Context: an optimization exercise on an open-source flow, tuned for small area, a short achievable clock period and few clock cycles. The choices shown serve that exercise and are no tape-out recipe.
Only simulation tests tie the RTL to the original design; equivalence was not proved.

**design/flow/design.v**
```verilog
package fpdiv_fmt_pkg;
	typedef enum logic [1:0] {
		FMT_FP16 = 2'd0,
		FMT_FP32 = 2'd1,
		FMT_FP64 = 2'd2
	} fp_format_e;
	localparam int FRAC_W = 53;
	localparam int QUO_OUT_W = 55;
	localparam int FP16_FRAC_W = 11;
	localparam int FP32_FRAC_W = 24;
	localparam int FP64_FRAC_W = 53;
	localparam int ITER_CNT_W = 4;
	localparam logic [ITER_CNT_W-1:0] ITER_CNT_FP16 = 4'd1;
	localparam logic [ITER_CNT_W-1:0] ITER_CNT_FP32 = 4'd3;
	localparam logic [ITER_CNT_W-1:0] ITER_CNT_FP64 = 4'd8;
	localparam logic [ITER_CNT_W-1:0] ITER2_CNT_FP16 = 4'd2;
	localparam logic [ITER_CNT_W-1:0] ITER2_CNT_FP32 = 4'd5;
	localparam logic [ITER_CNT_W-1:0] ITER2_CNT_FP64 = 4'd13;
	typedef logic [FRAC_W-1:0] frac_t;
endpackage
package srt_pkg;
	localparam int STAGES_PER_CYCLE = 2;
	localparam int FP64_INT_ITER = (27 % STAGES_PER_CYCLE) != 0 ? 1 : 0;
	localparam int REM_W = 55 + FP64_INT_ITER;
	localparam int DIV_W = 52;
	localparam int QUO_W = 55;
	localparam int QDS_REM_W = 7;
	typedef logic [4:0] quo_dig_t;
	localparam int DIG_NEG2 = 4;
	localparam int DIG_NEG1 = 3;
	localparam int DIG_ZERO = 2;
	localparam int DIG_POS1 = 1;
	localparam int DIG_POS2 = 0;
	typedef struct packed {
		logic [REM_W-1:0] sum;
		logic [REM_W-1:0] carry;
	} rem_cs_t;
	typedef struct packed {
		logic [6:0] pos2;
		logic [6:0] pos1;
		logic [6:0] zero;
		logic [6:0] neg1;
	} qds_k_t;
	function automatic logic [27:0] qds_m(input logic [2:0] d_top);
		case (d_top)
			3'd0:    qds_m = {7'd12, 7'd4, -7'd5, -7'd13};
			3'd1:    qds_m = {7'd14, 7'd4, -7'd5, -7'd15};
			3'd2:    qds_m = {7'd15, 7'd4, -7'd5, -7'd16};
			3'd3:    qds_m = {7'd16, 7'd4, -7'd5, -7'd18};
			3'd4:    qds_m = {7'd18, 7'd6, -7'd7, -7'd19};
			3'd5:    qds_m = {7'd19, 7'd6, -7'd7, -7'd21};
			3'd6:    qds_m = {7'd20, 7'd6, -7'd7, -7'd22};
			default: qds_m = {7'd22, 7'd6, -7'd7, -7'd24};
		endcase
	endfunction
	function automatic logic [27:0] qds_k(input logic [2:0] d_top);
		logic [27:0] m;
		m = qds_m(d_top);
		qds_k = {7'd0 - m[27:21], 7'd0 - m[20:14], 7'd0 - m[13:7], 7'd0 - m[6:0]};
	endfunction
	localparam int K_VAR_W = 7;
	function automatic logic [K_VAR_W-1:0] qds_k_var(input logic [2:0] d_top);
		logic [27:0] k;
		k = qds_k(d_top);
		qds_k_var = {k[4:1], k[23:21]};
	endfunction
	function automatic logic [27:0] qds_k_build(input logic [K_VAR_W-1:0] kv, input logic [2:0] d_top);
		qds_k_build = {2'b11, !d_top[2], d_top[2], kv[2:0],
		               4'b1111, !d_top[2], d_top[2], 1'b0,
		               4'b0000, 1'b1, d_top[2], 1'b1,
		               2'b00, kv[6:3], !d_top[1]};
	endfunction
	function automatic logic int_dig_two(input logic [4:0] y, input logic [2:0] d_top);
		logic [27:0] m;
		m = qds_m(d_top);
		int_dig_two = ({2'b00, y} >= m[27:21]);
	endfunction
	function automatic logic carry_tree(input logic [63:0] g_in, input logic [63:0] p_in);
		logic [63:0] g;
		logic [63:0] p;
		g = g_in;
		p = p_in;
		for (int lvl = 1; lvl < 64; lvl = lvl * 2) begin
			for (int i = 0; i + lvl < 64; i = i + 2 * lvl) begin
				g[i] = g[i + lvl] | (p[i + lvl] & g[i]);
				p[i] = p[i + lvl] & p[i];
			end
		end
		carry_tree = g[0];
	endfunction
endpackage
`timescale 1ns/1ps
module srt_ctrl
(
	input  logic                      clk,
	input  logic                      rst_n,
	input  logic                      start_valid_i,
	input  logic                      finish_ready_i,
	input  logic                      flush_i,
	input  logic [1:0]                fmt_q_i,
	output logic                      accept_o,
	output logic                      setup_go_o,
	output logic                      setup_o,
	output logic                      iter_o,
	output logic                      final_o,
	output logic                      first_o,
	output logic                      start_ready_o,
	output logic                      finish_valid_o
);
	logic                                 st_setup_q;
	logic                                 st_iter_q;
	logic                                 st_final_q;
	logic                                 first_q;
	logic                                 valid_q;
	logic [fpdiv_fmt_pkg::ITER_CNT_W-1:0] iter_cnt_init;
	logic [fpdiv_fmt_pkg::ITER_CNT_W-1:0] iter_cnt_q;
	logic                                 last_iter;
	always_comb begin
		case (fmt_q_i)
			fpdiv_fmt_pkg::FMT_FP16: iter_cnt_init = fpdiv_fmt_pkg::ITER2_CNT_FP16;
			fpdiv_fmt_pkg::FMT_FP32: iter_cnt_init = fpdiv_fmt_pkg::ITER2_CNT_FP32;
			default:                 iter_cnt_init = fpdiv_fmt_pkg::ITER2_CNT_FP64;
		endcase
	end
	always_ff @(posedge clk) begin
		if (st_setup_q) begin
			iter_cnt_q <= iter_cnt_init;
		end else begin
			iter_cnt_q <= iter_cnt_q - 1'b1;
		end
	end
	assign last_iter = (iter_cnt_q == '0);
	assign start_ready_o = !st_setup_q && !st_iter_q;
	assign accept_o      = start_valid_i && start_ready_o && !flush_i;
	assign setup_go_o = st_setup_q && (!valid_q || finish_ready_i);
	always_ff @(posedge clk or negedge rst_n) begin
		if (!rst_n) begin
			st_setup_q <= 1'b0;
			st_iter_q  <= 1'b0;
			st_final_q <= 1'b0;
			valid_q    <= 1'b0;
		end else if (flush_i) begin
			st_setup_q <= 1'b0;
			st_iter_q  <= 1'b0;
			st_final_q <= 1'b0;
			valid_q    <= 1'b0;
		end else begin
			st_setup_q <= accept_o || (st_setup_q && !setup_go_o);
			st_iter_q  <= setup_go_o || (st_iter_q && !last_iter);
			st_final_q <= st_iter_q && last_iter;
			valid_q    <= st_final_q || (valid_q && !finish_ready_i);
		end
	end
	always_ff @(posedge clk) begin
		first_q <= setup_go_o;
	end
	assign setup_o        = st_setup_q;
	assign first_o        = first_q;
	assign iter_o         = st_iter_q;
	assign final_o        = st_final_q;
	assign finish_valid_o = valid_q;
endmodule
`timescale 1ns/1ps
module srt_prescale
(
	input  logic [1:0]                    fmt_i,
	input  logic [srt_pkg::DIV_W-1:0]     a_raw_i,
	input  logic [srt_pkg::DIV_W-1:0]     b_raw_i,
	output srt_pkg::rem_cs_t              init_rem_o,
	output logic [1:0]                    init_quo_o,
	output logic [srt_pkg::K_VAR_W-1:0]   k_var_o,
	output logic [2:0]                    d_top_o
);
	localparam int FW  = srt_pkg::DIV_W;
	localparam int W16 = fpdiv_fmt_pkg::FP16_FRAC_W - 1;
	localparam int W32 = fpdiv_fmt_pkg::FP32_FRAC_W - 1;
	localparam int X   = srt_pkg::FP64_INT_ITER;
	logic [FW-1:0]             a_al;
	logic [FW-1:0]             b_al;
	logic                      lt16;
	logic                      lt32;
	logic                      lt64;
	logic                      a_lt_b;
	logic [srt_pkg::REM_W-1:0] a_vec;
	logic [srt_pkg::REM_W-1:0] a2_vec;
	logic [srt_pkg::REM_W-1:0] d_vec;
	logic                      q0_two;
	always_comb begin
		case (fmt_i)
			fpdiv_fmt_pkg::FMT_FP16: begin
				a_al = {a_raw_i[W16-1:0], {(FW-W16){1'b0}}};
				b_al = {b_raw_i[W16-1:0], {(FW-W16){1'b0}}};
			end
			fpdiv_fmt_pkg::FMT_FP32: begin
				a_al = {a_raw_i[W32-1:0], {(FW-W32){1'b0}}};
				b_al = {b_raw_i[W32-1:0], {(FW-W32){1'b0}}};
			end
			default: begin
				a_al = a_raw_i;
				b_al = b_raw_i;
			end
		endcase
	end
	assign lt16 = srt_pkg::carry_tree({{(64-W16){1'b0}}, ~a_raw_i[W16-1:0] & b_raw_i[W16-1:0]},
	                                  {{(64-W16){1'b1}}, ~(a_raw_i[W16-1:0] ^ b_raw_i[W16-1:0])});
	assign lt32 = srt_pkg::carry_tree({{(64-W32+W16){1'b0}}, ~a_raw_i[W32-1:W16] & b_raw_i[W32-1:W16], lt16},
	                                  {{(64-W32+W16){1'b1}}, ~(a_raw_i[W32-1:W16] ^ b_raw_i[W32-1:W16]), 1'b0});
	assign lt64 = srt_pkg::carry_tree({{(64-FW+W32){1'b0}}, ~a_raw_i[FW-1:W32] & b_raw_i[FW-1:W32], lt32},
	                                  {{(64-FW+W32){1'b1}}, ~(a_raw_i[FW-1:W32] ^ b_raw_i[FW-1:W32]), 1'b0});
	always_comb begin
		case (fmt_i)
			fpdiv_fmt_pkg::FMT_FP16: a_lt_b = lt16;
			fpdiv_fmt_pkg::FMT_FP32: a_lt_b = lt32;
			default:                 a_lt_b = lt64;
		endcase
	end
	assign a_vec  = {2'b01, a_al, 1'b0, {X{1'b0}}};
	assign a2_vec = {1'b1, a_al, 2'b00, {X{1'b0}}};
	assign d_vec  = {2'b01, b_al, 1'b0, {X{1'b0}}};
	assign q0_two = a_lt_b ? srt_pkg::int_dig_two({1'b1, a_al[FW-1 -: 4]}, b_al[FW-1 -: 3])
	                       : srt_pkg::int_dig_two({2'b01, a_al[FW-1 -: 3]}, b_al[FW-1 -: 3]);
	generate
		if (X != 0) begin : g_int_iter
			logic int_iter;
			assign int_iter = (fmt_i != fpdiv_fmt_pkg::FMT_FP16) && (fmt_i != fpdiv_fmt_pkg::FMT_FP32);
			assign init_rem_o.sum   = int_iter ? (a_lt_b ? {2'b00, 1'b1, a_al, 1'b0} : {3'b000, 1'b1, a_al})
			                                   : (a_lt_b ? a2_vec : a_vec) | {{(srt_pkg::REM_W-1){1'b0}}, 1'b1};
			assign init_rem_o.carry = int_iter ? '0
			                                   : (q0_two ? ~{d_vec[srt_pkg::REM_W-2:0], 1'b0} : ~d_vec);
			assign init_quo_o       = int_iter ? 2'b00 : {q0_two, ~q0_two};
		end else begin : g_int_pre
			assign init_rem_o.sum   = (a_lt_b ? a2_vec : a_vec) | {{(srt_pkg::REM_W-1){1'b0}}, 1'b1};
			assign init_rem_o.carry = q0_two ? ~{d_vec[srt_pkg::REM_W-2:0], 1'b0} : ~d_vec;
			assign init_quo_o       = {q0_two, ~q0_two};
		end
	endgenerate
	assign d_top_o = b_al[FW-1 -: 3];
	assign k_var_o = srt_pkg::qds_k_var(b_al[FW-1 -: 3]);
endmodule
`timescale 1ns/1ps
module srt_r4_qds
(
	input  logic [srt_pkg::QDS_REM_W-1:0]      sum_top_i,
	input  logic [srt_pkg::QDS_REM_W-1:0]      carry_top_i,
	input  srt_pkg::qds_k_t                    k_i,
	output srt_pkg::quo_dig_t                  quo_dig_o
);
	function automatic logic not_neg(input logic [6:0] a, input logic [6:0] b, input logic [6:0] k);
		logic [6:0] x;
		logic [6:0] y;
		logic [6:0] g;
		logic [6:0] p;
		logic       g54;
		logic       p54;
		logic       g31;
		logic       c6;
		x = a ^ b ^ k;
		y = {(a[5:0] & b[5:0]) | (a[5:0] & k[5:0]) | (b[5:0] & k[5:0]), 1'b0};
		g = x & y;
		p = x ^ y;
		g54 = g[5] | (p[5] & g[4]);
		p54 = p[5] & p[4];
		g31 = g[3] | (p[3] & g[2]) | (p[3] & p[2] & g[1]);
		c6  = g54 | (p54 & g31);
		not_neg = !(p[6] ^ c6);
	endfunction
	logic ge_pos2_raw;
	logic ge_pos1;
	logic ge_zero;
	logic ge_neg1_raw;
	assign ge_pos2_raw = not_neg(sum_top_i, carry_top_i, k_i.pos2);
	assign ge_pos1     = not_neg(sum_top_i, carry_top_i, k_i.pos1);
	assign ge_zero     = not_neg(sum_top_i, carry_top_i, k_i.zero);
	assign ge_neg1_raw = not_neg(sum_top_i, carry_top_i, k_i.neg1);
	assign quo_dig_o[srt_pkg::DIG_POS2] = ge_pos2_raw && ge_pos1;
	assign quo_dig_o[srt_pkg::DIG_POS1] = ge_pos1 && !ge_pos2_raw;
	assign quo_dig_o[srt_pkg::DIG_ZERO] = ge_zero && !ge_pos1;
	assign quo_dig_o[srt_pkg::DIG_NEG1] = ge_neg1_raw && !ge_zero;
	assign quo_dig_o[srt_pkg::DIG_NEG2] = !ge_neg1_raw && !ge_zero;
endmodule
`timescale 1ns/1ps
module srt_r4_stage
(
	input  srt_pkg::rem_cs_t              rem_i,
	input  logic [srt_pkg::REM_W-1:0]     div_i,
	input  srt_pkg::qds_k_t               k_i,
	output srt_pkg::rem_cs_t              rem_o,
	output srt_pkg::quo_dig_t             quo_dig_o
);
	srt_pkg::quo_dig_t             quo_dig;
	logic [srt_pkg::REM_W-1:0]     sum_sh;
	logic [srt_pkg::REM_W-1:0]     carry_sh;
	logic [srt_pkg::REM_W-1:0]     div_2;
	logic [srt_pkg::REM_W-1:0]     mult_sel;
	logic                          mult_neg;
	logic [srt_pkg::REM_W-1:0]     maj;
	srt_r4_qds u_qds (
		.sum_top_i   (rem_i.sum[srt_pkg::REM_W-1 -: srt_pkg::QDS_REM_W]),
		.carry_top_i (rem_i.carry[srt_pkg::REM_W-1 -: srt_pkg::QDS_REM_W]),
		.k_i         (k_i),
		.quo_dig_o   (quo_dig)
	);
	assign sum_sh   = {rem_i.sum[srt_pkg::REM_W-3:0], 2'b00};
	assign carry_sh = {rem_i.carry[srt_pkg::REM_W-3:0], 2'b00};
	assign div_2    = {div_i[srt_pkg::REM_W-2:0], 1'b0};
	assign mult_sel =
		  ({srt_pkg::REM_W{quo_dig[srt_pkg::DIG_NEG2]}} &  div_2)
		| ({srt_pkg::REM_W{quo_dig[srt_pkg::DIG_NEG1]}} &  div_i)
		| ({srt_pkg::REM_W{quo_dig[srt_pkg::DIG_POS1]}} & ~div_i)
		| ({srt_pkg::REM_W{quo_dig[srt_pkg::DIG_POS2]}} & ~div_2);
	assign mult_neg = quo_dig[srt_pkg::DIG_POS1] | quo_dig[srt_pkg::DIG_POS2];
	assign maj = (sum_sh & carry_sh) | (sum_sh & mult_sel) | (carry_sh & mult_sel);
	assign rem_o.sum   = sum_sh ^ carry_sh ^ mult_sel;
	assign rem_o.carry = {maj[srt_pkg::REM_W-2:0], mult_neg};
	assign quo_dig_o = quo_dig;
endmodule
`timescale 1ns/1ps
module srt_iter_core
(
	input  logic                          clk,
	input  logic                          take_i,
	input  logic                          setup_i,
	input  logic                          setup_go_i,
	input  logic                          iter_i,
	input  logic                          final_i,
	input  logic                          first_i,
	input  logic [1:0]                    fmt_i,
	input  logic [srt_pkg::DIV_W-1:0]     a_raw_i,
	input  logic [srt_pkg::DIV_W-1:0]     b_raw_i,
	input  srt_pkg::rem_cs_t              init_rem_i,
	input  logic [1:0]                    init_quo_i,
	input  logic [srt_pkg::K_VAR_W-1:0]   k_var_i,
	input  logic [2:0]                    d_top_i,
	input  logic                          rem_neg_i,
	output logic [1:0]                    fmt_o,
	output logic [srt_pkg::DIV_W-1:0]     a_raw_o,
	output logic [srt_pkg::DIV_W-1:0]     b_raw_o,
	output srt_pkg::rem_cs_t              rem_o,
	output logic [srt_pkg::QUO_W-1:0]     quo_o
);
	localparam int S = srt_pkg::STAGES_PER_CYCLE;
	localparam int G = 2 * S;
	srt_pkg::rem_cs_t                  rem_q;
	logic [srt_pkg::DIV_W-1:0]         div_q;
	logic [1:0]                        fmt_q;
	logic [srt_pkg::K_VAR_W-1:0]       k_var_q;
	logic [2:0]                        d_top_q;
	logic [srt_pkg::DIV_W-1:0]         div_al;
	logic [srt_pkg::QUO_W-1:0]         quo_q;
	logic signed [G:0]                 grp_q;
	logic signed [G:0]                 grp_m1;
	logic [srt_pkg::QUO_W-1:0]         quo_m1;
	logic [srt_pkg::QUO_W-1:0]         zero_below;
	logic                              base_m1;
	logic [G-1:0]                      low;
	logic [srt_pkg::REM_W-1:0]         div_ext;
	logic [S:0][2*srt_pkg::REM_W-1:0]  rem_chain;
	srt_pkg::quo_dig_t [S-1:0]         digs;
	logic signed [G:0]                 grp;
	srt_pkg::qds_k_t                   qds_k;
	always_ff @(posedge clk) begin
		if (take_i) begin
			rem_q.carry <= {{(srt_pkg::REM_W-srt_pkg::DIV_W){1'b0}}, a_raw_i};
		end else if (setup_i) begin
			if (setup_go_i) begin
				rem_q.carry <= init_rem_i.carry;
			end
		end else begin
			rem_q.carry <= rem_chain[S][srt_pkg::REM_W-1:0];
		end
	end
	always_ff @(posedge clk) begin
		if (setup_i) begin
			rem_q.sum <= init_rem_i.sum;
		end else begin
			rem_q.sum <= rem_chain[S][2*srt_pkg::REM_W-1:srt_pkg::REM_W];
		end
	end
	always_ff @(posedge clk) begin
		if (take_i) begin
			div_q <= b_raw_i;
			fmt_q <= fmt_i;
		end
	end
	always_ff @(posedge clk) begin
		if (setup_i) begin
			k_var_q <= k_var_i;
			d_top_q <= d_top_i;
		end
	end
	always_ff @(posedge clk) begin
		if (setup_i) begin
			grp_q <= {{(G-1){1'b0}}, init_quo_i};
		end else if (iter_i || final_i) begin
			quo_q <= {(first_i ? '0 : (base_m1 ? quo_m1[srt_pkg::QUO_W-G-1:0] : quo_q[srt_pkg::QUO_W-G-1:0])), low};
			grp_q <= grp;
		end
	end
	always_comb begin
		case (fmt_q)
			fpdiv_fmt_pkg::FMT_FP16: div_al = {div_q[fpdiv_fmt_pkg::FP16_FRAC_W-2:0], {(srt_pkg::DIV_W-fpdiv_fmt_pkg::FP16_FRAC_W+1){1'b0}}};
			fpdiv_fmt_pkg::FMT_FP32: div_al = {div_q[fpdiv_fmt_pkg::FP32_FRAC_W-2:0], {(srt_pkg::DIV_W-fpdiv_fmt_pkg::FP32_FRAC_W+1){1'b0}}};
			default:                 div_al = div_q;
		endcase
	end
	assign div_ext = {2'b01, div_al, {(srt_pkg::REM_W-srt_pkg::DIV_W-2){1'b0}}};
	assign qds_k = srt_pkg::qds_k_build(k_var_q, d_top_q);
	assign rem_chain[0] = rem_q;
	for (genvar i = 0; i < S; i++) begin : g_stage
		srt_r4_stage u_stage (
			.rem_i     (rem_chain[i]),
			.div_i     (div_ext),
			.k_i       (qds_k),
			.rem_o     (rem_chain[i+1]),
			.quo_dig_o (digs[i])
		);
	end
	always_comb begin
		grp = '0;
		for (int i = 0; i < S; i++) begin
			grp = grp * 4;
			if (digs[i][srt_pkg::DIG_POS2]) grp = grp + 2;
			if (digs[i][srt_pkg::DIG_POS1]) grp = grp + 1;
			if (digs[i][srt_pkg::DIG_NEG1]) grp = grp - 1;
			if (digs[i][srt_pkg::DIG_NEG2]) grp = grp - 2;
		end
	end
	always_comb begin
		zero_below = {~quo_q[srt_pkg::QUO_W-2:0], 1'b1};
		for (int d = 1; d < srt_pkg::QUO_W; d = d * 2) begin
			for (int i = srt_pkg::QUO_W - 1; i >= d; i--) begin
				if (i % (2 * d) >= d) begin
					zero_below[i] = zero_below[i] & zero_below[(i / (2 * d)) * (2 * d) + d - 1];
				end
			end
		end
		quo_m1 = quo_q ^ zero_below;
	end
	assign grp_m1  = grp_q - 1'b1;
	assign base_m1 = (final_i && rem_neg_i) ? grp_m1[G] : grp_q[G];
	assign low     = (final_i && rem_neg_i) ? grp_m1[G-1:0] : grp_q[G-1:0];
	assign fmt_o   = fmt_q;
	assign a_raw_o = rem_q.carry[srt_pkg::DIV_W-1:0];
	assign b_raw_o = div_q;
	assign rem_o   = rem_q;
	assign quo_o   = quo_q;
endmodule
`timescale 1ns/1ps
module srt_post
(
	input  srt_pkg::rem_cs_t rem_i,
	output logic             neg_o
);
	localparam int W = srt_pkg::REM_W;
	assign neg_o = rem_i.sum[W-1] ^ rem_i.carry[W-1]
	             ^ srt_pkg::carry_tree({{(65-W){1'b0}}, rem_i.sum[W-2:0] & rem_i.carry[W-2:0]},
	                                   {{(65-W){1'b1}}, rem_i.sum[W-2:0] ^ rem_i.carry[W-2:0]});
endmodule
`timescale 1ns/1ps
module fpdiv_frac
(
	input  logic                 clk,
	input  logic                 rst_n,
	input  logic                 start_valid_i,
	output logic                 start_ready_o,
	input  logic                 flush_i,
	input  fpdiv_fmt_pkg::fp_format_e           fp_format_i,
	input  fpdiv_fmt_pkg::frac_t                a_frac_i,
	input  fpdiv_fmt_pkg::frac_t                b_frac_i,
	output logic                 finish_valid_o,
	input  logic                 finish_ready_i,
	output logic [fpdiv_fmt_pkg::QUO_OUT_W-1:0] fpdiv_frac_o
);
	logic                          accept;
	logic                          setup;
	logic                          setup_go;
	logic                          iter;
	logic                          final_step;
	logic [1:0]                    fmt_q;
	logic [srt_pkg::DIV_W-1:0]     a_raw;
	logic [srt_pkg::DIV_W-1:0]     b_raw;
	srt_pkg::rem_cs_t              init_rem;
	logic [1:0]                    init_quo;
	logic [srt_pkg::K_VAR_W-1:0]   init_k_var;
	logic [2:0]                    init_d_top;
	logic                          first_iter;
	srt_pkg::rem_cs_t              rem;
	logic                          rem_neg;
	srt_ctrl u_ctrl (
		.clk            (clk),
		.rst_n          (rst_n),
		.start_valid_i  (start_valid_i),
		.finish_ready_i (finish_ready_i),
		.flush_i        (flush_i),
		.fmt_q_i        (fmt_q),
		.accept_o       (accept),
		.setup_go_o     (setup_go),
		.setup_o        (setup),
		.iter_o         (iter),
		.final_o        (final_step),
		.first_o        (first_iter),
		.start_ready_o  (start_ready_o),
		.finish_valid_o (finish_valid_o)
	);
	srt_prescale u_prescale (
		.fmt_i      (fmt_q),
		.a_raw_i    (a_raw),
		.b_raw_i    (b_raw),
		.init_rem_o (init_rem),
		.init_quo_o (init_quo),
		.k_var_o    (init_k_var),
		.d_top_o    (init_d_top)
	);
	srt_iter_core u_core (
		.clk        (clk),
		.take_i     (start_ready_o),
		.setup_i    (setup),
		.setup_go_i (setup_go),
		.iter_i     (iter),
		.final_i    (final_step),
		.first_i    (first_iter),
		.fmt_i      (fp_format_i),
		.a_raw_i    (a_frac_i[srt_pkg::DIV_W-1:0]),
		.b_raw_i    (b_frac_i[srt_pkg::DIV_W-1:0]),
		.init_rem_i (init_rem),
		.init_quo_i (init_quo),
		.k_var_i    (init_k_var),
		.d_top_i    (init_d_top),
		.rem_neg_i  (rem_neg),
		.fmt_o      (fmt_q),
		.a_raw_o    (a_raw),
		.b_raw_o    (b_raw),
		.rem_o      (rem),
		.quo_o      (fpdiv_frac_o)
	);
	srt_post u_post (
		.rem_i (rem),
		.neg_o (rem_neg)
	);
endmodule
```
**design/flow/flow/run.sh**
```bash
#!/bin/bash
# Standard ORFS layout, with Yosys's full/half-adder extraction turned off
# (ADDER_MAP_FILE empty): the digit-selection logic maps faster as plain
# gates than as chained fa/ha cells. Everything else is the standard flow.
set -euo pipefail
bash standard.sh ADDER_MAP_FILE= finish > flow_make.log 2>&1
```
**design/flow/standard.sh**
```bash
#!/bin/bash
# synth_recipe.tcl (not shown) runs the flow's synth.tcl, then flattens the netlist and writes it again
# the make line also repeats each setting of config.mk as NAME=value (left out here)
make -C /OpenROAD-flow-scripts/flow DESIGN_CONFIG=/design/flow/config.mk WORK_HOME=/design/flow/orfs CLKGATE_MAP_FILE= SYNTH_SCRIPT=/design/flow/synth_recipe.tcl "${@:-finish}"
```
**design/flow/config.mk**
```make
export PLATFORM = sky130hd
export DESIGN_NAME = fpdiv_frac
export DESIGN_NICKNAME = fpdiv_frac
export VERILOG_FILES = /design/flow/design.v
export SDC_FILE = /design/flow/constraint.sdc
export NUM_CORES = 4
export LEC_CHECK = 0
export ABC_AREA = 1
export CAP_MARGIN = 20
export CORE_MARGIN = 2
export CORE_UTILIZATION = 40
export PLACE_DENSITY = 0.6
export SLEW_MARGIN = 20
```
**design/flow/constraint.sdc**
```tcl
create_clock -name core_clock -period 11.0 [get_ports {clk}]
set_input_delay 2.2000 -clock core_clock [delete_from_list [all_inputs] [get_ports {clk}]]
set_output_delay 2.2000 -clock core_clock [all_outputs]
set_load 0.01 [all_outputs]
```
==> results of run 1 <==
==> metal layers <==
metal,GRT usage,wire length [um]
met1,0.383,35200
met5,0,0
met4,0.125,3630
met3,0.0356,7040
met2,0.459,36400
==> cells in the mapped netlist (15+ instances only) <==
| library cell | n |
|---|---|
| a21oi_1 | 233 |
| a31oi_1 | 18 |
| buf_1 | 15 |
| clkbuf_1 | 79 |
| dfxtp_1 | 68 |
| edfxtp_1 | 172 |
| inv_1 | 473 |
| inv_2 | 30 |
| nand2_1 | 962 |
| nand2_2 | 39 |
| nand3_1 | 271 |
| nand3b_1 | 22 |
| nand4_1 | 19 |
| nor2_1 | 403 |
| nor3_1 | 32 |
| o2111ai_1 | 15 |
| o21ai_0 | 212 |
| o21ai_1 | 52 |
| o21ai_2 | 24 |
| o21bai_1 | 17 |
| o221ai_1 | 17 |
| o22ai_1 | 90 |
| xnor2_1 | 15 |
| xor2_1 | 54 |
==> kinds of logic (layout without fill, tap and decap cells) <==
kind of cell / Yosys count / in the layout / share of synthesized area
xor+xnor: 71 / 71 / 0.0290
buf+inv: 640 / 771 / 0.116
flops: 244 / 244 / 0.301
simple gates: 1821 / 1821 / 0.355
compound gates: 750 / 750 / 0.198
==> metrics by stage <==
step                setup slack [ps]   util  cells
floorplan                       5870      -   3526
global placement                4640  0.446   4292
detailed placement              4630  0.446   4292
CTS                             4630  0.467   4353
global route                    4120  0.467   4353
finish                          4410  0.467   4353
==> worst reg2reg max path: cells and delay by family, from the launching register on <==
| family | cells | cell delay, ps |
|---|---|---|
| AO/OA/AOI/OAI | 4 | 960 |
| flip-flops | 1 | 730 |
| buffers and inverters | 5 | 1470 |
| XOR/XNOR | 2 | 580 |
| AND/OR/NAND/NOR | 16 | 2720 |
==> state kept, by name, summed over array words and instances, names as in the netlist <==
register / count
u_core.k_var_q: 7
u_core.rem_q: 112
u_core.grp_q: 5
u_ctrl.iter_cnt_q: 4
u_core.d_top_q: 2
u_ctrl.st_final_q: 1
u_ctrl.st_setup_q: 1
u_core.fmt_q: 2
u_core.div_q: 52
u_ctrl.first_q: 1
u_core.quo_q: 55
u_ctrl.st_iter_q: 1
u_ctrl.valid_q: 1
==> final cells by class <==
class	instances	share of cell area
Clock inverter	17	0.00742
Sequential cell	244	0.262
Clock buffer	44	0.0368
Timing Repair Buffer	199	0.0756
Inverter	511	0.0762
Multi-Input combinational cell	2642	0.507
Tap cell	696	0.0344
==> placed cells by master, fill, tap and decap left out, types with 15 or more instances in the layout <==
cell type	count
nand3_1	271
xnor2_1	15
nor2_1	400
o21ai_0	212
xor2_1	54
edfxtp_1	172
o21ai_2	24
o21bai_1	17
clkdlybuf4s50_1	167
dfxtp_1	67
o22ai_1	90
inv_1	472
nand2_1	961
nand2_2	40
a31oi_1	18
nand4_1	19
o221ai_1	17
o21ai_1	52
nand3b_1	22
inv_2	32
a21oi_1	233
o2111ai_1	15
clkbuf_16	35
nor3_1	32
buf_4	32
==> worst paths after layout <==
kind,startpoint,to
max in group asynchronous,rst_n,u_ctrl.st_setup_q
max reg2reg,u_core.d_top_q[2],u_core.rem_q[24]
max,u_core.d_top_q[2],u_core.rem_q[24]
min reg2reg,u_ctrl.iter_cnt_q[0],u_ctrl.iter_cnt_q[1]
min in group asynchronous,rst_n,u_ctrl.valid_q
min,u_ctrl.iter_cnt_q[0],u_ctrl.iter_cnt_q[1]
==> flow_metrics.tcl, run 1 <==
set metrics [dict create \
    clock_latency_ps 560 \
    drv_slew 0 \
    hold_viol 0 \
    max_freq_ghz 0.152 \
    routedWlPerCell_um 18.9 \
    worst_pin_slew_ps 1070 \
    yosys_warnings 5 \
    yosysUniqueCellTypes 65 \
    root_buffer "clkbuf_16" \
    boundaryPins 170 \
    drv_cap 0 \
    first_iter_violations 2638 \
    start_util 0.406 \
    min_period_ps 6590 \
    seq_area_frac_synth 0.301 \
    hpwl_um 58800 \
    path_class "reg -> reg" \
    core_mm2 0.0541 \
    drcViolationCount 0 \
    max_stage_delay_ps 730 \
    io_buffers 167 \
    synthFlopType "edfxtp_1" \
    cts_hold_buffers 0 \
    syn_nets 3639 \
    multi_input_area_mm2 0.0128 \
    gp_congestion 1.01 \
    die_h_um 238 \
    setup_viol 0 \
    register_area_mm2 0.00663 \
    synth_area_leaders "edfxtp_1 (23%), nand2_1 (16%), inv_1 (8.1%), nor2_1 (6.9%), dfxtp_1 (6.2%)" \
    clockBufferDepth 3 \
    worstHoldPathCells 2 \
    synthCells 3526 \
    vias 24100 \
    min_path_type "reg -> reg" \
    cp_max_fo 40 \
    cts_max_level 2 \
    cts-buffers-inserted 34 \
    placed_cell_area_mm2 0.0242 \
    critPathSlowestCell "edfxtp_1" \
    synth_edf_count 172 \
    r2r_cells 27 \
    cts_sinks 244 \
    finalWirelength_um 82400 \
    path_delay_family "simple AND/OR/NAND/NOR gates" \
    rsz0062_at_grt "no" \
    hold_slack_ps 461 \
    vias_per_cell 5.54 \
    tritoncts "yes" \
    track_usage 0.285 \
    drt_first_pass_iters 6 \
    syn2layout_area_growth_pct 15.0 \
    arrival_ps 6970 \
    ys_ff_latch 244 \
    r2r_slack_ps 4410 \
    worst-path-stages 27 \
    critical_path.endpoint_type "register" \
    maxSlewHeadroom 0.286 \
    critPathRequiredTime_ps 11390 \
    synth_top_area_frac 0.235 \
    grt_overflow_total 0 \
    core.rowCount 85 \
    grt_max_degree 66 \
    cp-start-kind "register" \
    syn_area_per_cell_um2 6.24 \
    syn_area_mm2 0.0220 \
    finClkSkew_ps 41.0 \
    die_w_um 238 \
    async_flop_share 0.0164 \
    final_net_count 3745 \
    setup_tns_ps 0 \
    antenna_found_initial 0 \
    drive_gt1_frac 0.0686 \
    grt_pass1_wl_um 125000 \
    path_clk_slew_ps 70 \
    final_cell_area_mm2 0.0253 \
    cpMostUsedCell "nand2_1" \
    outcome "no timing/DRC/antenna violations" \
    antenna_left 0 \
    n_antenna_cell 0 \
    die-area_mm2 0.0569 \
    grt_pass1_vias 21700 \
    period_share 0.599 \
    nFillCells 5666 \
    path_buf_inv 5 \
    synth_top_cell_by_area "edfxtp_1" \
    cts_resized 0 \
    cts_setup_buffers 0 \
]
Testbench counts, summed over its fixed seeds: cycles 23,516.
==> run 2, diff against run 1 <==
--- a/design/flow/config.mk
+++ b/design/flow/config.mk
@@ -10,4 +10,5 @@
 export CORE_MARGIN = 2
 export CORE_UTILIZATION = 40
 export PLACE_DENSITY = 0.6
+export SETUP_SLACK_MARGIN = 5
 export SLEW_MARGIN = 20
==> run 2 against run 1 <==
Compared with the run above:
- fmax is 16% higher
- count of clock-buffer cells in the layout stayed put
- sequential share of layout area is 0.081 points lower
- wire length is 0.49% higher
- global-route usage is 0.15 points higher
- final area is 0.31% higher
- first-iteration DRC count is 1.2% higher
- worst setup slack better by 900 ps
- cell count hardly changed
- clock skew is 1.1 ps lower
- critical path type unchanged
==> flow_metrics.tcl, run 2 <==
set metrics [dict create \
    outcome "no timing/DRC/antenna violations" \
    routedWlPerCell_um 19.0 \
    drive_gt1_frac 0.0699 \
    yosysUniqueCellTypes 65 \
    async_flop_share 0.0164 \
    arrival_ps 6060 \
    grt_pass1_vias 21700 \
    vias 24100 \
    track_usage 0.286 \
    period_share 0.517 \
    max_freq_ghz 0.176 \
    antenna_left 0 \
    grt_pass1_wl_um 126000 \
    die_h_um 238 \
    drv_slew 0 \
    synthTopCellsByCount "nand2_1 (962), inv_1 (473), nor2_1 (403), nand3_1 (271), a21oi_1 (233)" \
    first_iter_violations 2669 \
    cts-buffers-inserted 34 \
    tritoncts "yes" \
    drv_cap 0 \
    drt_first_pass_iters 8 \
    synthCells 3526 \
    rsz0062_at_grt "yes" \
    antenna_found_initial 0 \
    synth_edf_count 172 \
    yosys_warnings 5 \
    die_w_um 238 \
    finalWirelength_um 82800 \
    boundaryPins 170 \
    setup_viol 0 \
    syn_nets 3639 \
    clock_latency_ps 560 \
    path_clk_slew_ps 60 \
    worst_pin_slew_ps 1040 \
    clockBufferDepth 3 \
    cts_hold_buffers 0 \
    setup_tns_ps 0 \
    critical_path.endpoint_type "register" \
    synth_area_leaders "edfxtp_1 (23%), nand2_1 (16%), inv_1 (8.1%), nor2_1 (6.9%), dfxtp_1 (6.2%)" \
    grt_max_degree 66 \
    syn_area_mm2 0.0220 \
    layout_commonest_cell "nand2_1" \
    gp_congestion 1.01 \
    cp_max_fo 32 \
    ys_ff_latch 244 \
    register_area_mm2 0.00663 \
    multi_input_area_mm2 0.0129 \
    placed_cells_incl_taps 4292 \
    final_cells 4357 \
    synth_top_area_frac 0.235 \
    path_class "reg -> reg" \
    n_antenna_cell 0 \
    die-area_mm2 0.0569 \
    yosysMostFrequentCell "nand2_1" \
    cts_max_level 2 \
    top_register "u_core.rem_q" \
    start_util 0.406 \
    grt_overflow_total 0 \
    syn2layout_area_growth_pct 15.3 \
    syn_area_per_cell_um2 6.24 \
    hpwl_um 58800 \
    min_period_ps 5680 \
    hold_viol 0 \
    cpMostUsedCell "nand2_1" \
    mostFrequentLayoutCells "nand2_1 (961), inv_1 (472), nor2_1 (399), nand3_1 (271), a21oi_1 (233)" \
    top_regs "u_core.rem_q (112), u_core.quo_q (55), u_core.div_q (52)" \
    synth_top_cell_by_area "edfxtp_1" \
    maxSlewHeadroom 0.303 \
    root_buffer "clkbuf_16" \
    cts_sinks 244 \
    seq_area_frac_synth 0.301 \
    cp-start-kind "register" \
    critPathSlowestCell "edfxtp_1" \
    drcViolationCount 0 \
    critPathRequiredTime_ps 11380 \
    finClkSkew_ps 39.9 \
    vias_per_cell 5.52 \
    max_stage_delay_ps 620 \
    core.rowCount 85 \
    min_path_type "reg -> reg" \
    nFillCells 5667 \
    largest_reg_flops 112 \
    final_net_count 3749 \
    io_buffers 167 \
    core_mm2 0.0541 \
    synthFlopType "edfxtp_1" \
]
run 2: logic make-up after synthesis:
| logic type | count (synthesis) | share of synthesized area |
|---|---|---|
| flip-flops | 244 | 0.301 |
| buffers and inverters | 640 | 0.116 |
| XOR/XNOR | 71 | 0.0290 |
| AO/OA/AOI/OAI | 750 | 0.198 |
| AND/OR/NAND/NOR | 1821 | 0.355 |
run 2: worst paths after layout:
kind                                 startpoint                   end  slack, ps  depth (start not counted)
max                           u_core.d_top_q[2]     u_core.rem_q[109]       5320                         32
min                        u_ctrl.iter_cnt_q[0]  u_ctrl.iter_cnt_q[1]        460                          2
max reg2reg                   u_core.d_top_q[2]     u_core.rem_q[109]       5320                         32
min reg2reg                u_ctrl.iter_cnt_q[0]  u_ctrl.iter_cnt_q[1]        460                          2
max in group asynchronous                 rst_n     u_ctrl.st_setup_q       8720                          1
min in group asynchronous                 rst_n        u_ctrl.valid_q       1960                          1
run 2: per-stage QoR:
| stage | utilization | cell area, um2 | setup slack, ps | hold slack, ps |
|---|---|---|---|---|
| final | 0.469 | 25400 | 5320 | 462 |
| after global routing | 0.469 | 25400 | 4970 | 475 |
| after CTS | 0.468 | 25300 | 5130 | 462 |
| after detailed placement | 0.446 | 24200 | 4630 | 459 |
| after global placement | 0.446 | 24200 | 4640 | 454 |
| after floorplan | - | 22000 | 5870 | 434 |
run 2: repair_timing:
action	in CTS	in global routing
pin swaps	1	0
setup buffers	0	3
setup endpoints to repair	80	109
gates resized for setup	3	6
hold endpoints to repair	0	0
gates cloned	1	0
run 2: layer usage:
layer	track usage	routed length (um)	share of wire
met1	0.385	35300	0.43
met2	0.460	36400	0.44
met3	0.0353	6880	0.083
met4	0.132	4170	0.050
met5	0	0	0
run 2: cell type report:
class | count | share of cell area
clock buffers | 44 | 0.0367
flip-flops and latches | 244 | 0.261
multi-input cells | 2643 | 0.508
inverters | 511 | 0.0759
clock inverters | 17 | 0.00740
repair buffers | 202 | 0.0767
well taps | 696 | 0.0343
run 2: worst max-delay path: cells and delay by family, from the launching register on:
family	cells	cell delay [ps]
flops	1	620
compound gates	2	410
buf+inv	6	1350
simple gates	24	3070
==> run 3, diff against run 2 <==
==> design/flow/flow/run.sh (replaced) <==
#!/bin/bash
set -euo pipefail
bash standard.sh ADDER_MAP_FILE= SETUP_SLACK_MARGIN=7 finish > flow_make.log 2>&1
==> run 3 against run 2 <==
Compared with the run above:
- fmax rose by 25%
- worst hold slack improved by 3.5 ps
- critical endpoint is now u_core.rem_q[24]
- sequential share of layout area shrank 3.8 points
- critical path depth increased by 2
==> flow_metrics.tcl, run 3 <==
set metrics [dict create \
    hold_slack_ps 466 \
    vias_per_cell 5.75 \
    grt_max_degree 65 \
    min_path_type "reg -> reg" \
    r2r_slack_ps 6470 \
    drive_gt1_frac 0.200 \
    die-area_mm2 0.0569 \
    gp_congestion 0.978 \
    placed_cell_area_mm2 0.0242 \
    rsz0062_at_grt "yes" \
    syn_area_per_cell_um2 6.24 \
    cts_sinks 244 \
    async_flop_share 0.0164 \
    yosysUniqueCellTypes 65 \
    final_cell_area_mm2 0.0298 \
    min_period_ps 4530 \
    drv_slew 0 \
    vias 26300 \
    max_stage_delay_ps 510 \
    root_buffer "clkbuf_16" \
    path_clk_slew_ps 60 \
    outcome "no timing/DRC/antenna violations" \
    arrival_ps 4950 \
    maxSlewHeadroom 0.263 \
    grt_pass1_vias 23300 \
    yosys_warnings 5 \
    drt_first_pass_iters 8 \
    core_mm2 0.0541 \
    setup_tns_ps 0 \
    layout_commonest_cell "nand2_1" \
    seq_area_frac_synth 0.301 \
    timing.rr.end "u_core.rem_q[24]" \
    crit_start "u_core.rem_q[50]" \
    hold_viol 0 \
    io_buffers 167 \
    critical_path.endpoint_type "register" \
    synth_top_area_frac 0.235 \
    r2r-start "u_core.rem_q[50]" \
    drcViolationCount 0 \
    first_iter_violations 3490 \
    post-route-util 0.550 \
    top_regs "u_core.rem_q (112), u_core.quo_q (55), u_core.div_q (52)" \
    clockBufferDepth 3 \
    final_net_count 3964 \
    synthFlopType "edfxtp_1" \
    cp_max_fo 8 \
    synth_top_cell_by_area "edfxtp_1" \
    r2r_cells 34 \
    core.rowCount 85 \
    top_register "u_core.rem_q" \
    critPathSlowestCell "edfxtp_1" \
    max_freq_ghz 0.221 \
    start_util 0.406 \
    yosysMostFrequentCell "nand2_1" \
    grt_overflow_total 0 \
    largest_reg_flops 112 \
    cts_max_level 1 \
    hold_start "u_ctrl.iter_cnt_q[1]" \
    syn_area_mm2 0.0220 \
    cp-start-kind "register" \
    boundaryPins 170 \
    synthCells 3526 \
    clock_latency_ps 610 \
    tritoncts "yes" \
    finalWirelength_um 97500 \
    cts_hold_buffers 0 \
    n_antenna_cell 0 \
    setup_viol 0 \
    critPathRequiredTime_ps 11420 \
    synth_edf_count 172 \
    antenna_found_initial 0 \
    path_class "reg -> reg" \
    drv_cap 0 \
    endpoint "u_core.rem_q[24]" \
    period_share 0.412 \
    routedWlPerCell_um 21.3 \
    mostFrequentLayoutCells "nand2_1 (816), inv_1 (439), nor2_1 (379), nand3_1 (217), a21oi_1 (216)" \
    die_w_um 238 \
    synth_area_leaders "edfxtp_1 (23%), nand2_1 (16%), inv_1 (8.1%), nor2_1 (6.9%), dfxtp_1 (6.2%)" \
    syn2layout_area_growth_pct 35.4 \
    synthTopCellsByCount "nand2_1 (962), inv_1 (473), nor2_1 (403), nand3_1 (271), a21oi_1 (233)" \
    worst_pin_slew_ps 1110 \
    track_usage 0.326 \
    antenna_left 0 \
    syn_nets 3639 \
    finClkSkew_ps 23.5 \
    cts-buffers-inserted 30 \
    cpMostUsedCell "nand2_1" \
    die_h_um 238 \
    ys_ff_latch 244 \
    grt_pass1_wl_um 141000 \
    hpwl_um 58400 \
]
## run 3: cell count changes in the layout (fill, tap and decap cells not counted), sizes merged, moves of 3 or more
cell / before / now
bufinv: 3 / 7
nand2: 1013 / 1030
clkinv: 11 / 14
inv: 510 / 501
bufbuf: 0 / 7
buf: 35 / 225
## run 3: worst min-delay path by stage
| stage | to | slack (ps) | cells after the start |
|---|---|---|---|
| after floorplan | u_ctrl.iter_cnt_q[0] | 430 | 1 |
| after CTS | u_ctrl.iter_cnt_q[1] | 460 | 2 |
| after detailed placement | u_ctrl.iter_cnt_q[1] | 450 | 2 |
| final | u_ctrl.iter_cnt_q[1] | 470 | 2 |
| after global routing | u_ctrl.iter_cnt_q[1] | 520 | 2 |
| after global placement | u_ctrl.iter_cnt_q[1] | 460 | 2 |
## run 3: cells by family (layout without fill, tap and decap cells)
family,after synthesis,after routing,share of synthesized area
AND/OR/NAND/NOR,1821,1839,0.355
AO/OA/AOI/OAI,750,750,0.198
buffers and inverters,640,970,0.116
flip-flops,244,244,0.301
XOR/XNOR,71,71,0.0290
## run 3: stage by stage
stage	cells	setup slack (ps)
2_1_floorplan	3526	7030
3_3_place_gp	4291	4240
3_5_place_dp	4291	4190
4_1_cts	4520	6650
5_1_grt	4570	6280
6_report	4570	6470
## run 3: metal layers
metal,GRT usage,up-vias,part of all wire
met5,0,-,0
met4,0.210,0,0.084
met3,0.0647,471,0.12
met2,0.497,1655,0.42
met1,0.422,11800,0.38
li1,-,12300,-
## run 3: final cells by class
type / count / area [um2]
Clock buffer: 39 / 816
Clock inverter: 16 / 259
Fill cell: 5145 / 24400
Inverter: 511 / 2010
Multi-Input combinational cell: 2660 / 14800
Sequential cell: 244 / 6640
Tap cell: 696 / 871
Timing Repair Buffer: 403 / 4380
Timing Repair inverter: 1 / 16.3
## run 3: repair_timing
action | in CTS | in global routing
resized for setup | 369 | 194
endpoints found under the hold margin | 0 | 0
pin swaps | 113 | 115
endpoints found under the setup margin | 166 | 165
buffers inserted | 141 | 46
cloned | 33 | 4
## run 3: critical path, delay by kind of cell (launching register included)
| family | cells | cell delay, ps |
|---|---|---|
| and+or+nand+nor | 24 | 2200 |
| AOI/OAI and AO/OA | 3 | 630 |
| DFF | 1 | 510 |
| buffers and inverters | 7 | 950 |
==> run 4, diff against run 3 <==
==> design/flow/flow/run.sh (replaced) <==
#!/bin/bash
set -euo pipefail
bash standard.sh ADDER_MAP_FILE= SETUP_SLACK_MARGIN=6 finish > flow_make.log 2>&1
==> run 4 against run 3 <==
Compared with the run above:
- utilization shrank 6.5 points
- non-clock buffer count shrank 163
- worst setup slack lost 260 ps
- via count shrank 6.2%
- largest cell class unchanged
- highest routed layer unchanged
==> flow_metrics.tcl, run 4 <==
set metrics [dict create \
    outcome "no timing/DRC/antenna violations" \
    largest_reg_flops 112 \
    top_regs "u_core.rem_q (112), u_core.quo_q (55), u_core.div_q (52)" \
    final_cells 4396 \
    layout_commonest_cell "nand2_1" \
    synth_top_area_frac 0.235 \
    cts_hold_buffers 0 \
    cp-start-kind "register" \
    synth_fa_ha_area_frac 0 \
    synthTopCellsByCount "nand2_1 (962), inv_1 (473), nor2_1 (403), nand3_1 (271), a21oi_1 (233)" \
    critPathSlowestCell "edfxtp_1" \
    critical_path.endpoint_type "register" \
    track_usage 0.289 \
    top_register "u_core.rem_q" \
    final_net_count 3789 \
    setup_viol 0 \
    finClkSkew_ps 41.0 \
    synthMuxAreaShare 0 \
    ys_ff_latch 244 \
    clock_latency_ps 620 \
    grt_max_degree 59 \
    synth_area_leaders "edfxtp_1 (23%), nand2_1 (16%), inv_1 (8.1%), nor2_1 (6.9%), dfxtp_1 (6.2%)" \
    n_antenna_cell 0 \
    cts_max_level 1 \
    syn_area_per_cell_um2 6.24 \
    drv_slew 0 \
    critPathRequiredTime_ps 11360 \
    cts-buffers-inserted 31 \
    antenna_found_initial 0 \
    grt_pass1_wl_um 127000 \
    clockBufferDepth 3 \
    period_share 0.436 \
    syn2layout_area_growth_pct 19.3 \
    tritoncts "yes" \
    drv_cap 0 \
    hold_slack_ps 468 \
    post-route-util 0.485 \
    synth_top_cell_by_area "edfxtp_1" \
    antenna_left 0 \
    max_stage_delay_ps 380 \
    gp_congestion 0.981 \
    vias 24600 \
    min_period_ps 4790 \
    drive_gt1_frac 0.0865 \
    die_w_um 238 \
    die-area_mm2 0.0569 \
    mostFrequentLayoutCells "nand2_1 (952), inv_1 (469), nor2_1 (397), nand3_1 (269), a21oi_1 (233)" \
    finalWirelength_um 88400 \
    place_ws_ps 4500 \
    hpwl_um 58200 \
    core_mm2 0.0541 \
    maxSlewHeadroom 0.311 \
    die_h_um 238 \
    synthSimpleGateAreaFrac 0.355 \
    yosys_warnings 5 \
    path_class "reg -> reg" \
    path_clk_slew_ps 60 \
    cp_max_fo 16 \
    drcViolationCount 0 \
    async_flop_share 0.0164 \
    yosysUniqueCellTypes 65 \
    synthCells 3526 \
    synth_top_family_by_area "simple AND/OR/NAND/NOR gates" \
    root_buffer "clkbuf_16" \
    synthFlopType "edfxtp_1" \
    boundaryPins 170 \
    max_freq_ghz 0.209 \
    min_path_type "reg -> reg" \
    first_iter_violations 3140 \
    cts_sinks 244 \
    grt_pass1_vias 21900 \
    hold_viol 0 \
    nFillCells 5545 \
    synth-xor-area-share 0.0290 \
    yosysMostFrequentCell "nand2_1" \
    rsz0062_at_grt "no" \
    syn_area_mm2 0.0220 \
    drt_first_pass_iters 6 \
    io_buffers 167 \
    routedWlPerCell_um 20.1 \
    setup_tns_ps 0 \
    fin_ws_ps 6210 \
    grt_overflow_total 0 \
    synth_compound_area_frac 0.198 \
    cpMostUsedCell "nand2_1" \
    seq_area_frac_synth 0.301 \
    vias_per_cell 5.60 \
    worst_pin_slew_ps 1030 \
    start_util 0.406 \
    placed_cells_incl_taps 4293 \
    core.rowCount 85 \
    arrival_ps 5150 \
    syn_nets 3639 \
    synth_edf_count 172 \
]
run 4: layer usage:
| metal | routed length [um] | GRT usage |
|---|---|---|
| met1 | 36000 | 0.383 |
| met2 | 37800 | 0.462 |
| met3 | 9560 | 0.0471 |
| met4 | 5010 | 0.130 |
| met5 | 0 | 0 |
run 4: cell type report:
class,instances,area [um2],area share
tap,696,871,0.0332
timing repair buffer,240,2520,0.0960
clock inverter,17,190,0.00725
inverter,511,1970,0.0752
multi-input combinational,2648,13200,0.503
clock buffer,40,861,0.0328
sequential,244,6630,0.253
run 4: what timing repair did:
action / CTS / global route
gates cloned: 3 / 11
endpoints found under the hold margin: 0 / 0
endpoints found under the setup margin: 115 / 161
buffers inserted: 8 / 24
pin swaps: 3 / 10
gates resized for setup: 31 / 72
run 4: kinds of logic (layout without fill, tap and decap cells):
group,count (synthesis),count (layout)
and+or+nand+nor,1821,1827
AOI/OAI and AO/OA,750,750
buffers and inverters,640,808
DFF,244,244
xor gates and xnor gates,71,71
run 4: worst max-delay path: cells and delay by family (launching register included):
kind	cells	cell delay, ps
compound gates	3	470
buf+inv	8	1230
flops	1	380
simple gates	28	2480
run 4: stage by stage:
step           cell area (um2)
6_report                 26200
3_5_place_dp             24200
3_3_place_gp             24200
5_1_grt                  26200
2_1_floorplan            22000
4_1_cts                  25500
run 4: path summary, 6_finish.rpt:
check	cells after the start	slack (ps)	to	start
worst min register to register	2	470	u_ctrl.iter_cnt_q[1]	u_ctrl.iter_cnt_q[1]
min in group asynchronous	1	1790	u_ctrl.valid_q	rst_n
worst max register to register	39	6210	u_core.rem_q[13]	u_core.rem_q[51]
worst min-delay path	2	470	u_ctrl.iter_cnt_q[1]	u_ctrl.iter_cnt_q[1]
max in group asynchronous	1	9020	u_ctrl.st_setup_q	rst_n
worst max-delay path	39	6210	u_core.rem_q[13]	u_core.rem_q[51]
==> run 5, diff against run 4 <==
==> design/flow/flow/run.sh (replaced) <==
#!/bin/bash
set -euo pipefail
bash standard.sh ADDER_MAP_FILE= SETUP_SLACK_MARGIN=8 finish > flow_make.log 2>&1
--- a/design/flow/config.mk
+++ b/design/flow/config.mk
@@ -8,7 +8,7 @@
 export ABC_AREA = 1
 export CAP_MARGIN = 20
 export CORE_MARGIN = 2
-export CORE_UTILIZATION = 40
-export PLACE_DENSITY = 0.6
+export CORE_UTILIZATION = 55
+export PLACE_DENSITY = 0.7
 export SETUP_SLACK_MARGIN = 5
 export SLEW_MARGIN = 20
==> run 5 against run 4 <==
Compared with the run above:
- the flow now stops in 5_1_grt
- synthesized area unchanged
- synthesized cell count stayed put
==> flow_metrics.tcl, run 5 <==
set metrics [dict create \
    root_buffer "clkbuf_16" \
    syn_nets 3639 \
    die_h_um 204 \
    track_usage 0.794 \
    start_util 0.555 \
    grt-worst-endpoint "u_core.rem_q[17]$_DFFE_PP_/D" \
    boundaryPins 170 \
    cts_hold_buffers 0 \
    placed_cells_incl_taps 4116 \
    gp_congestion 1.03 \
    synth_top_cell_by_area "edfxtp_1" \
    cts-buffers-inserted 29 \
    cts_max_level 1 \
    outcome "did not finish" \
    synthFlopType "edfxtp_1" \
    hpwl_um 58200 \
    cts_sinks 244 \
    worst-ep-kind "register input" \
    ys_ff_latch 244 \
    clockBufferDepth 3 \
    die_w_um 204 \
    core.rowCount 73 \
    lastStage "5_1_grt" \
    syn_area_mm2 0.0220 \
    grt_overflow_total 25 \
    synth_edf_count 172 \
    async_flop_share 0.0164 \
    yosys_warnings 5 \
    stop_error "[ERROR GRT-0232] Routing congestion too high. Check the congestion heatmap in the GUI." \
    synth_top_area_frac 0.235 \
    synthTopCellsByCount "nand2_1 (962), inv_1 (473), nor2_1 (403), nand3_1 (271), a21oi_1 (233)" \
    seq_area_frac_synth 0.301 \
    synth_area_leaders "edfxtp_1 (23%), nand2_1 (16%), inv_1 (8.1%), nor2_1 (6.9%), dfxtp_1 (6.2%)" \
    yosysMostFrequentCell "nand2_1" \
    syn_area_per_cell_um2 6.24 \
    grt_max_degree 59 \
    io_buffers 167 \
    yosysUniqueCellTypes 65 \
    synthCells 3526 \
]
[run 5: cell counts after synthesis]
No cell type changed its count.
[run 5: worst max path at each step]
stage	from	end	depth (start not counted)
after CTS	u_core.rem_q[51]	u_core.rem_q[4]	41
after detailed placement	u_core.d_top_q[2]	u_core.rem_q[24]	33
after floorplan	u_core.quo_q[1]	u_core.quo_q[50]	26
after global placement	u_core.d_top_q[2]	u_core.rem_q[66]	34
[run 5: timing repair]
item	CTS
endpoints found under the setup margin	280
gates cloned	57
pin swaps	301
gates resized for setup	1039
hold endpoints to repair	0
setup buffers	250
[run 5: stage by stage]
step | area, um2 | worst slack, ps | utilization
after floorplan | 22600 | 7290 | -
after global placement | 24400 | 5100 | 0.615
after detailed placement | 24400 | 4940 | 0.615
after CTS | 31400 | 6820 | 0.793
[run 5: metal layers]
| layer | GRT usage | overflow |
|---|---|---|
| met1 | 0.801 | 1 |
| met2 | 0.919 | 9 |
| met3 | 0.686 | 4 |
| met4 | 0.751 | 11 |
| met5 | 0.495 | 0 |
[run 5: cells by family after synthesis]
logic type / after synthesis / synth area share
and+or+nand+nor: 1821 / 0.355
AOI/OAI and AO/OA: 750 / 0.198
buffers and inverters: 640 / 0.116
DFF: 244 / 0.301
xor gates and xnor gates: 71 / 0.0290
==> run 6, diff against run 5 <==
--- a/design/flow/design.v
+++ b/design/flow/design.v
@@ -58,17 +58,17 @@
 		m = qds_m(d_top);
 		qds_k = {7'd0 - m[27:21], 7'd0 - m[20:14], 7'd0 - m[13:7], 7'd0 - m[6:0]};
 	endfunction
-	localparam int K_VAR_W = 7;
+	localparam int K_VAR_W = 13;
 	function automatic logic [K_VAR_W-1:0] qds_k_var(input logic [2:0] d_top);
 		logic [27:0] k;
 		k = qds_k(d_top);
-		qds_k_var = {k[4:1], k[23:21]};
+		qds_k_var = {k[4:0], k[8], k[16:15], k[25:21]};
 	endfunction
-	function automatic logic [27:0] qds_k_build(input logic [K_VAR_W-1:0] kv, input logic [2:0] d_top);
-		qds_k_build = {2'b11, !d_top[2], d_top[2], kv[2:0],
-		               4'b1111, !d_top[2], d_top[2], 1'b0,
-		               4'b0000, 1'b1, d_top[2], 1'b1,
-		               2'b00, kv[6:3], !d_top[1]};
+	function automatic logic [27:0] qds_k_build(input logic [K_VAR_W-1:0] kv);
+		qds_k_build = {2'b11, kv[4:0],
+		               4'b1111, kv[6:5], 1'b0,
+		               4'b0000, 1'b1, kv[7], 1'b1,
+		               2'b00, kv[12:8]};
 	endfunction
 	function automatic logic int_dig_two(input logic [4:0] y, input logic [2:0] d_top);
 		logic [27:0] m;
@@ -344,7 +344,6 @@
 	logic [srt_pkg::DIV_W-1:0]         div_q;
 	logic [1:0]                        fmt_q;
 	logic [srt_pkg::K_VAR_W-1:0]       k_var_q;
-	logic [2:0]                        d_top_q;
 	logic [srt_pkg::DIV_W-1:0]         div_al;
 	logic [srt_pkg::QUO_W-1:0]         quo_q;
 	logic signed [G:0]                 grp_q;
@@ -385,7 +384,6 @@
 	always_ff @(posedge clk) begin
 		if (setup_i) begin
 			k_var_q <= k_var_i;
-			d_top_q <= d_top_i;
 		end
 	end
 	always_ff @(posedge clk) begin
@@ -404,7 +402,7 @@
 		endcase
 	end
 	assign div_ext = {2'b01, div_al, {(srt_pkg::REM_W-srt_pkg::DIV_W-2){1'b0}}};
-	assign qds_k = srt_pkg::qds_k_build(k_var_q, d_top_q);
+	assign qds_k = srt_pkg::qds_k_build(k_var_q);
 	assign rem_chain[0] = rem_q;
 	for (genvar i = 0; i < S; i++) begin : g_stage
 		srt_r4_stage u_stage (
==> design/flow/flow/run.sh (replaced) <==
#!/bin/bash
# Standard ORFS layout, with Yosys's full/half-adder extraction turned off
# (ADDER_MAP_FILE empty): the digit-selection logic maps faster as plain
# gates than as chained fa/ha cells. Everything else is the standard flow.
set -euo pipefail
bash standard.sh ADDER_MAP_FILE= finish > flow_make.log 2>&1
--- a/design/flow/config.mk
+++ b/design/flow/config.mk
@@ -8,7 +8,7 @@
 export ABC_AREA = 1
 export CAP_MARGIN = 20
 export CORE_MARGIN = 2
-export CORE_UTILIZATION = 55
-export PLACE_DENSITY = 0.7
+export CORE_UTILIZATION = 40
+export PLACE_DENSITY = 0.6
 export SETUP_SLACK_MARGIN = 5
 export SLEW_MARGIN = 20
==> run 6 against run 5 <==
Compared with the run above:
- now clean on timing, DRC and antenna
- synthesized cell count increased by 4.2%
- synthesized area increased by 1.5%
==> flow_metrics.tcl, run 6 <==
set metrics [dict create \
    outcome "no timing/DRC/antenna violations" \
    r2r_slack_ps 5330 \
    path_clk_slew_ps 60 \
    cts_max_level 1 \
    drive_gt1_frac 0.0629 \
    syn_area_per_cell_um2 6.07 \
    finClkSkew_ps 26.5 \
    core_mm2 0.0551 \
    tritoncts "yes" \
    critPathRequiredTime_ps 11330 \
    arrival_ps 6000 \
    die-area_mm2 0.0577 \
    setup_viol 0 \
    yosys_warnings 5 \
    nFillCells 5864 \
    setup_tns_ps 0 \
    final_cells 4550 \
    drcViolationCount 0 \
    critical_path.endpoint_type "register" \
    cp_max_fo 50 \
    synth_area_leaders "edfxtp_1 (23%), nand2_1 (19%), inv_1 (8.5%), nor2_1 (7.0%), nand3_1 (7.0%)" \
    ys_ff_latch 246 \
    io_buffers 167 \
    final_net_count 3889 \
    synthCells 3674 \
    cts_hold_buffers 0 \
    placed_cell_area_mm2 0.0245 \
    finalWirelength_um 83700 \
    grt_max_degree 70 \
    path_class "reg -> reg" \
    antenna_found_initial 0 \
    seq_area_frac_synth 0.300 \
    routedWlPerCell_um 18.4 \
    synthFlopType "edfxtp_1" \
    min_path_type "reg -> reg" \
    drv_slew 0 \
    antenna_left 0 \
    synth_top_area_frac 0.234 \
    cpMostUsedCell "nand2_1" \
    die_w_um 240 \
    post-route-util 0.469 \
    async_flop_share 0.0163 \
    die_h_um 240 \
    drv_cap 0 \
    drt_first_pass_iters 6 \
    max_freq_ghz 0.177 \
    worst_pin_slew_ps 1010 \
    cp-start-kind "register" \
    layout_commonest_cell "nand2_1" \
    core.rowCount 86 \
    placed_cells_incl_taps 4484 \
    rsz0062_at_grt "no" \
    grt_pass1_wl_um 126000 \
    root_buffer "clkbuf_16" \
    clockBufferDepth 3 \
    top_register "u_core.rem_q" \
    cts-buffers-inserted 31 \
    largest_reg_flops 112 \
    vias_per_cell 5.37 \
    synth_top_cell_by_area "edfxtp_1" \
    hold_viol 0 \
    vias 24500 \
    period_share 0.515 \
    yosysMostFrequentCell "nand2_1" \
    synthTopCellsByCount "nand2_1 (1113), inv_1 (506), nor2_1 (419), nand3_1 (313), a21oi_1 (206)" \
    first_iter_violations 2452 \
    track_usage 0.283 \
    max_stage_delay_ps 510 \
    cts_sinks 246 \
    top_regs "u_core.rem_q (112), u_core.quo_q (55), u_core.div_q (52)" \
    final_cell_area_mm2 0.0258 \
    synth_edf_count 174 \
    grt_pass1_vias 21800 \
    hpwl_um 59900 \
    clock_latency_ps 630 \
    start_util 0.405 \
    maxSlewHeadroom 0.325 \
    syn2layout_area_growth_pct 15.8 \
    mostFrequentLayoutCells "nand2_1 (1110), inv_1 (504), nor2_1 (415), nand3_1 (313), a21oi_1 (204)" \
    grt_overflow_total 0 \
    min_period_ps 5670 \
    syn_nets 3787 \
    gp_congestion 1.01 \
    yosysUniqueCellTypes 57 \
    syn_area_mm2 0.0223 \
    critPathSlowestCell "edfxtp_1" \
    boundaryPins 170 \
]
-- run 6: cell types whose count changed after synthesis, moves of 11 or more --
cell and change:
a21oi_1 -27, o21ai_1 -11, nand3_1 +42, inv_1 +33
o22ai_1 +13, o221ai_1 -13, xnor2_1 +13, a221oi_1 +12
o21ai_2 -22, o21ai_0 -34, nand2_1 +151, nor2_1 +16
-- run 6: layout make-up --
type / count / area (um2) / share of cell area
multi-input combinational: 2749 / 13000 / 0.505
sequential: 246 / 6690 / 0.259
inverter: 542 / 2040 / 0.0788
timing repair buffer: 206 / 2000 / 0.0773
tap: 748 / 936 / 0.0362
clock buffer: 37 / 818 / 0.0317
clock inverter: 21 / 313 / 0.0121
antenna: 1 / 2.50 / 0.0000969
-- run 6: critical path: cells and delay by family, from the launching register on --
family	cells	cell delay [ps]
simple gates	28	3150
buf+inv	6	1310
flops	1	510
compound gates	2	260
-- run 6: logic make-up after synthesis --
| logic type | count (synthesis) | synth area share |
|---|---|---|
| AO/OA/AOI/OAI | 645 | 0.166 |
| XOR/XNOR | 82 | 0.0335 |
| buffers and inverters | 680 | 0.121 |
| flip-flops | 246 | 0.300 |
| AND/OR/NAND/NOR | 2021 | 0.381 |
-- run 6: metrics by stage --
step | worst slack, ps | hold slack [ps]
final | 5330 | 468
after global routing | 5000 | 483
after CTS | 5050 | 470
after detailed placement | 4430 | 462
after global placement | 4480 | 451
after floorplan | 5840 | 434
-- run 6: worst paths after layout --
path | startpoint | end | cells past startpoint
setup reg to reg | u_core.rem_q[50] | u_core.grp_q[1] | 36
setup / recovery | u_core.rem_q[50] | u_core.grp_q[1] | 36
hold reg to reg | u_ctrl.iter_cnt_q[1] | u_ctrl.iter_cnt_q[1] | 2
min in group asynchronous | rst_n | u_ctrl.st_setup_q | 1
hold / removal | u_ctrl.iter_cnt_q[1] | u_ctrl.iter_cnt_q[1] | 2
max in group asynchronous | rst_n | u_ctrl.st_setup_q | 1
-- run 6: layer usage --
layer,wire (um),GRT usage
met5,0,0
met2,37700,0.461
met4,3400,0.112
met3,6680,0.0393
met1,36000,0.379
-- run 6: what timing repair did --
item | 4_1_cts | 5_1_grt
endpoints found under the setup margin | 110 | 111
buffers inserted | 0 | 6
pin swaps | 0 | 1
resized for setup | 11 | 15
cloned | 0 | 1
Testbench counts of run 6, summed over its fixed seeds: cycles 23,516.

static timing again, ports no longer ideal:
The results above use ideal ports. As a check the final layouts listed here were re-extracted and re-timed, cells and wires unchanged.
Step 1 assumes that a clkbuf_16 drives the clock port and a buf_2 every other input.
Step 2, shift: input delay + t, output delay - t, t = (earliest + latest rising clock arrival at the registers) / 2. This alone moves slack from input paths to output paths.
a / b / c = ideal / step 1 / step 2; a / b = the first two.
run	t (ns)	slack for setup (ns)	latest minus earliest clock arrival (ns)	worst data-port slew with drivers (ns)	cell pins on the clock port's net
run 1	0.601	4.413 / 4.413 / 4.413	0.041 / 0.041	0.08	1
run 2	0.601	5.318 / 5.318 / 5.318	0.039 / 0.040	0.07	1
run 3	0.663	6.472 / 6.472 / 6.472	0.023 / 0.023	0.08	1
run 4	0.663	6.208 / 6.208 / 6.208	0.041 / 0.041	0.07	1
run 6	0.674	5.335 / 5.335 / 5.335	0.027 / 0.026	0.05	1
After both steps setup and hold are still met in every run listed.
